This design comes from an exercise in tuning for small area, a short achievable clock period and few clock cycles per item on the open sky130 flow, not from production work.
RTL that was checked went through simulation tests only; none was proved equivalent to the original.

==> flow/design.v <==
module aes_key_expand #(
  parameter int KEY_BITS = 256
) (
  input  logic                clk,
  input  logic                rst,
  input  logic                start,
  input  logic [KEY_BITS-1:0] key_in,
  output logic                busy,
  output logic [127:0]        rk_out,
  output logic [3:0]          rk_idx,
  output logic                rk_valid,
  input  logic                rk_ready,
  output logic                done
);
  logic [255:0] st;      
  logic [3:0]   idx;     
  logic         act;     
  logic         vld;     
  logic [31:0]  sw, p0, p1, p2, p3, rc;
  logic [127:0] nw;
  logic [7:0]   rcon;
  logic         adv;
  for (genvar b = 0; b < 4; b++) begin : g_sbox
    aes_ks_sbox u_sbox (.x(st[224+8*b +: 8]), .y(sw[8*b +: 8]));
  end
  aes_ks_mix u_mix (.sw(sw), .rot(!idx[0]), .p({p3, p2, p1, p0}), .nw(nw));
  assign busy     = vld;
  assign rk_valid = vld;
  assign rk_out   = st[127:0];
  assign rk_idx   = idx;
  always_comb begin
    rcon = 8'h01 << idx[3:1];
    rc = idx[0] ? 32'h0 : {24'h0, rcon};
    p0 = st[31:0] ^ rc;
    p1 = p0 ^ st[63:32];
    p2 = p1 ^ st[95:64];
    p3 = p2 ^ st[127:96];
    adv = rk_ready;
  end
  logic sel_ld, sel_sh, sel_hd;
  assign sel_ld = !act;
  assign sel_sh = act && adv;
  assign sel_hd = act && !adv;
  logic [255:0] st_d, st_n;
  assign st_n = {nw, st[255:128]};
  for (genvar j = 0; j < 256; j++) begin : g_sel
    aes_ks_sel u_sel (.ld(sel_ld), .sh(sel_sh), .hd(sel_hd), .k(key_in[j]),
                      .n(st_n[j]), .q(st[j]), .d(st_d[j]));
  end
  always_ff @(posedge clk) begin
    st <= st_d;
  end
  always_ff @(posedge clk or posedge rst) begin
    if (rst) begin
      act <= 1'b0;
      vld <= 1'b0;
      idx <= 4'd0;
      done <= 1'b0;
    end else begin
      done <= 1'b0;
      if (!vld) vld <= start;
      else if (adv && idx == 4'd14) vld <= 1'b0;
      if (!act) begin
        idx <= 4'd0;
        if (start) act <= 1'b1;
      end else if (adv) begin
        idx <= idx + 4'd1;
        if (idx == 4'd14) begin
          act <= 1'b0;
          done <= 1'b1;
        end
      end
    end
  end
endmodule
module aes_ks_sbox (
  input  logic [7:0] x,
  output logic [7:0] y
);
  function automatic logic [7:0] sbox(input logic [7:0] x);
    logic u0, u1, u2, u3, u4, u5, u6, u7;
    logic t1, t2, t3, t4, t5, t6, t7, t8, t9, t10, t11, t12, t13, t14, t15, t16, t17, t18, t19;
    logic t20, t21, t22, t23, t24, t25, t26, t27;
    logic m1, m2, m3, m4, m5, m6, m7, m8, m9, m10, m11, m12, m13, m14, m15, m16, m17, m18, m19;
    logic m20, m21, m22, m23, m24, m25, m26, m27, m28, m29, m30, m31, m32, m33, m34, m35, m36;
    logic m37, m38, m39, m40, m41, m42, m43, m44, m45, m46, m47, m48, m49, m50, m51, m52, m53;
    logic m54, m55, m56, m57, m58, m59, m60, m61, m62, m63;
    logic l0, l1, l2, l3, l4, l5, l6, l7, l8, l9, l10, l11, l12, l13, l14, l15, l16, l17, l18;
    logic l19, l20, l21, l22, l23, l24, l25, l26, l27, l28, l29;
    u0 = x[7]; u1 = x[6]; u2 = x[5]; u3 = x[4]; u4 = x[3]; u5 = x[2]; u6 = x[1]; u7 = x[0];
    t1 = u0 ^ u3;   t2 = u0 ^ u5;   t3 = u0 ^ u6;   t4 = u3 ^ u5;   t5 = u4 ^ u6;
    t6 = t1 ^ t5;   t7 = u1 ^ u2;   t8 = u7 ^ t6;   t9 = u7 ^ t7;   t10 = t6 ^ t7;
    t11 = u1 ^ u5;  t12 = u2 ^ u5;  t13 = t3 ^ t4;  t14 = t6 ^ t11; t15 = t5 ^ t11;
    t16 = t5 ^ t12; t17 = t9 ^ t16; t18 = u3 ^ u7;  t19 = t7 ^ t18; t20 = t1 ^ t19;
    t21 = u6 ^ u7;  t22 = t7 ^ t21; t23 = t2 ^ t22; t24 = t2 ^ t10; t25 = t20 ^ t17;
    t26 = t3 ^ t16; t27 = t1 ^ t12;
    m1 = t13 & t6;  m2 = t23 & t8;  m3 = t14 ^ m1;  m4 = t19 & u7;  m5 = m4 ^ m1;
    m6 = t3 & t16;  m7 = t22 & t9;  m8 = t26 ^ m6;  m9 = t20 & t17; m10 = m9 ^ m6;
    m11 = t1 & t15; m12 = t4 & t27; m13 = m12 ^ m11; m14 = t2 & t10; m15 = m14 ^ m11;
    m16 = m3 ^ m2;  m17 = m5 ^ t24; m18 = m8 ^ m7;  m19 = m10 ^ m15; m20 = m16 ^ m13;
    m21 = m17 ^ m15; m22 = m18 ^ m13; m23 = m19 ^ t25; m24 = m22 ^ m23; m25 = m22 & m20;
    m26 = m21 ^ m25; m27 = m20 ^ m21; m28 = m23 ^ m25; m29 = m28 & m27; m30 = m26 & m24;
    m31 = m20 & m23; m32 = m27 & m31; m33 = m27 ^ m25; m34 = m21 & m22; m35 = m24 & m34;
    m36 = m24 ^ m25; m37 = m21 ^ m29; m38 = m32 ^ m33; m39 = m23 ^ m30; m40 = m35 ^ m36;
    m41 = m38 ^ m40; m42 = m37 ^ m39; m43 = m37 ^ m38; m44 = m39 ^ m40; m45 = m42 ^ m41;
    m46 = m44 & t6;  m47 = m40 & t8;  m48 = m39 & u7;  m49 = m43 & t16; m50 = m38 & t9;
    m51 = m37 & t17; m52 = m42 & t15; m53 = m45 & t27; m54 = m41 & t10; m55 = m44 & t13;
    m56 = m40 & t23; m57 = m39 & t19; m58 = m43 & t3;  m59 = m38 & t22; m60 = m37 & t20;
    m61 = m42 & t1;  m62 = m45 & t4;  m63 = m41 & t2;
    l0 = m61 ^ m62;  l1 = m50 ^ m56;  l2 = m46 ^ m48;  l3 = m47 ^ m55;  l4 = m54 ^ m58;
    l5 = m49 ^ m61;  l6 = m62 ^ l5;   l7 = m46 ^ l3;   l8 = m51 ^ m59;  l9 = m52 ^ m53;
    l10 = m53 ^ l4;  l11 = m60 ^ l2;  l12 = m48 ^ m51; l13 = m50 ^ l0;  l14 = m52 ^ m61;
    l15 = m55 ^ l1;  l16 = m56 ^ l0;  l17 = m57 ^ l1;  l18 = m58 ^ l8;  l19 = m63 ^ l4;
    l20 = l0 ^ l1;   l21 = l1 ^ l7;   l22 = l3 ^ l12;  l23 = l18 ^ l2;  l24 = l15 ^ l9;
    l25 = l6 ^ l10;  l26 = l7 ^ l9;   l27 = l8 ^ l10;  l28 = l11 ^ l14; l29 = l11 ^ l17;
    sbox[7] = l6 ^ l24;
    sbox[6] = ~(l16 ^ l26);
    sbox[5] = ~(l19 ^ l28);
    sbox[4] = l6 ^ l21;
    sbox[3] = l20 ^ l22;
    sbox[2] = l25 ^ l29;
    sbox[1] = ~(l13 ^ l27);
    sbox[0] = ~(l6 ^ l23);
  endfunction
  assign y = sbox(x);
endmodule
module aes_ks_mix (
  input  logic [31:0]  sw,
  input  logic         rot,
  input  logic [127:0] p,
  output logic [127:0] nw
);
  logic [31:0] t;
  assign t = rot ? {sw[7:0], sw[31:8]} : sw;
  assign nw = p ^ {4{t}};
endmodule
module aes_ks_sel (
  input  logic ld, sh, hd, k, n, q,
  output logic d
);
  assign d = (ld & k) | (sh & n) | (hd & q);
endmodule
export LEC_CHECK = 0
export CAP_MARGIN = 20
export CORE_MARGIN = 2
export CORE_UTILIZATION = 60
export SLEW_MARGIN = 20
export SYNTH_HIERARCHICAL = 1
export SYNTH_MINIMUM_KEEP_SIZE = 0
create_clock -name core_clock -period 22.0 [get_ports {clk}]
standard.sh (not shown) runs the stock make flow with config.mk's settings and CLKGATE_MAP_FILE= SYNTH_SCRIPT=/design/flow/synth_recipe.tcl, a recipe that flattens the netlist after the stock synthesis.
==> flow/flow/run.sh <==
#!/bin/bash
# Standard ORFS layout (the standard.sh), with these changes:
#  - synthesis is the standard flow's own script, but ABC maps with flow/abc.script (area-oriented);
#  - ports are buffered with the small sky130_fd_sc_hd__buf_1 instead of the default pick;
#  - clock tree synthesis inserts no dummy loads;
#  - timing repair aims for a slack margin that leaves TARGET_NS (flow/target.txt) of the
#    clock period, so the layout is sized for a shorter period than the constraint asks.
# Each step's full log is in orfs/logs/; the make output is in synth.log and layout.log here.
set -euo pipefail
here=$(pwd)
export FLOW_WORK=$here
export MY_ABC_SCRIPT=$here/flow/abc.script
target=$(cat flow/target.txt)
extra=()
if [[ "$target" != "none" ]]; then
  margin=$(python3 -c "print(round($FLOW_PERIOD_NS - $target, 3))")
  extra+=("SETUP_SLACK_MARGIN=$margin")
fi
bash standard.sh "SYNTH_SCRIPT=$here/flow/my_synth.tcl" synth > "$here/synth.log" 2>&1
bash standard.sh "CTS_ARGS=-sink_clustering_enable -repair_clock_nets -dont_use_dummy_load" "BUFFER_PORTS_ARGS=-buffer_cell sky130_fd_sc_hd__buf_1" "${extra[@]}" finish > "$here/layout.log" 2>&1
==> flow/flow/abc.script <==
strash
map -a
==> flow/flow/my_synth.tcl <==
# The standard synthesis script (synth_recipe.tcl, in the work folder), with one change:
# every ABC mapping call uses the script named by MY_ABC_SCRIPT instead of ORFS's.
proc abc {args} {
  set i [lsearch -exact $args -script]
  if {$i >= 0} { lset args [expr {$i + 1}] $::env(MY_ABC_SCRIPT) }
  yosys abc {*}$args
}
source $::env(FLOW_WORK)/synth_recipe.tcl
==> flow/flow/target.txt <==
5.7
Testbench counts at the start, summed over its fixed seeds: cycles 3,072, round keys 2,880.
Edit:
--- a/flow/design.v
+++ b/flow/design.v
@@ -13,45 +13,57 @@
   output logic                done
 );
   logic [255:0] st;      
   logic [3:0]   idx;     
   logic         act;     
   logic         vld;     
+  logic [3:0]   ridx;    
   logic [31:0]  sw, p0, p1, p2, p3, rc;
   logic [127:0] nw;
   logic [7:0]   rcon;
   logic         adv;
   for (genvar b = 0; b < 4; b++) begin : g_sbox
     aes_ks_sbox u_sbox (.x(st[224+8*b +: 8]), .y(sw[8*b +: 8]));
   end
   aes_ks_mix u_mix (.sw(sw), .rot(!idx[0]), .p({p3, p2, p1, p0}), .nw(nw));
   assign busy     = vld;
   assign rk_valid = vld;
   assign rk_out   = st[127:0];
-  assign rk_idx   = idx;
+  assign rk_idx   = ridx;
   always_comb begin
     rcon = 8'h01 << idx[3:1];
     rc = idx[0] ? 32'h0 : {24'h0, rcon};
     p0 = st[31:0] ^ rc;
     p1 = p0 ^ st[63:32];
     p2 = p1 ^ st[95:64];
     p3 = p2 ^ st[127:96];
     adv = rk_ready;
   end
-  logic sel_ld, sel_sh, sel_hd;
-  assign sel_ld = !act;
-  assign sel_sh = act && adv;
-  assign sel_hd = act && !adv;
+  logic [3:0] act_g, sel_ld, sel_sh, sel_hd;
+  for (genvar g = 0; g < 4; g++) begin : g_act
+    assign sel_ld[g] = !act_g[g];
+    assign sel_sh[g] = act_g[g] && adv;
+    assign sel_hd[g] = act_g[g] && !adv;
+    always_ff @(posedge clk or posedge rst) begin
+      if (rst) act_g[g] <= 1'b0;
+      else if (!act_g[g]) act_g[g] <= start;
+      else if (adv && idx == 4'd14) act_g[g] <= 1'b0;
+    end
+  end
   logic [255:0] st_d, st_n;
   assign st_n = {nw, st[255:128]};
   for (genvar j = 0; j < 256; j++) begin : g_sel
-    aes_ks_sel u_sel (.ld(sel_ld), .sh(sel_sh), .hd(sel_hd), .k(key_in[j]),
+    aes_ks_sel u_sel (.ld(sel_ld[j/64]), .sh(sel_sh[j/64]), .hd(sel_hd[j/64]), .k(key_in[j]),
                       .n(st_n[j]), .q(st[j]), .d(st_d[j]));
   end
   always_ff @(posedge clk) begin
     st <= st_d;
+  end
+  always_ff @(posedge clk) begin
+    if (!act) ridx <= 4'd0;
+    else if (adv) ridx <= idx + 4'd1;
   end
   always_ff @(posedge clk or posedge rst) begin
     if (rst) begin
       act <= 1'b0;
       vld <= 1'b0;
       idx <= 4'd0;
=> The changed run completed without violations; die area grows by 1.8%; core utilization grows by 0.63 points; critical path depth does not change; area after synthesis grows by 1.8%; global-route usage grows by 5.2 points; sequential share of layout area grows by 0.46 points; final cell count grows by 1.6%; register-to-register slack got worse by 0.06 ns; via count grows by 5.2%.
Only the layout flow was run in the second run of this note; the RTL was not checked for function there.

## re-timing with driven ports
How much do the figures lean on ideal ports? The routed layouts below were timed once more, with nothing changed but the port constraints. Step 1: set_driving_cell puts a clkbuf_16 on clk and a buf_2 on each other input, an assumption about the parent block. Step 2 adds t to the input delays and takes it off the output delays; t is the mean of the earliest and latest rising clock arrival at the registers after step 1. Input paths then give back, and output paths get back, about the clock's delay inside the block. Three values: ideal ports, drivers, drivers and shift; two values: the first two.
run | shift t [ns] | setup slack, ns | hold slack, ns | worst setup path at the end | worst register clock-pin slew, ns
the first run | 0.590 | 16.361 / 16.307 / 15.844 | 0.438 / 0.438 / 0.438 | input to register | 0.06 / 0.06
the second run | 0.593 | 16.349 / 16.296 / 15.820 | 0.439 / 0.439 / 0.439 | input to register | 0.06 / 0.06
After both steps setup and hold are still met in every run listed. The setup slack of the second run, which loses most, moves by -0.053 ns with the drivers and by -0.529 ns with both steps.
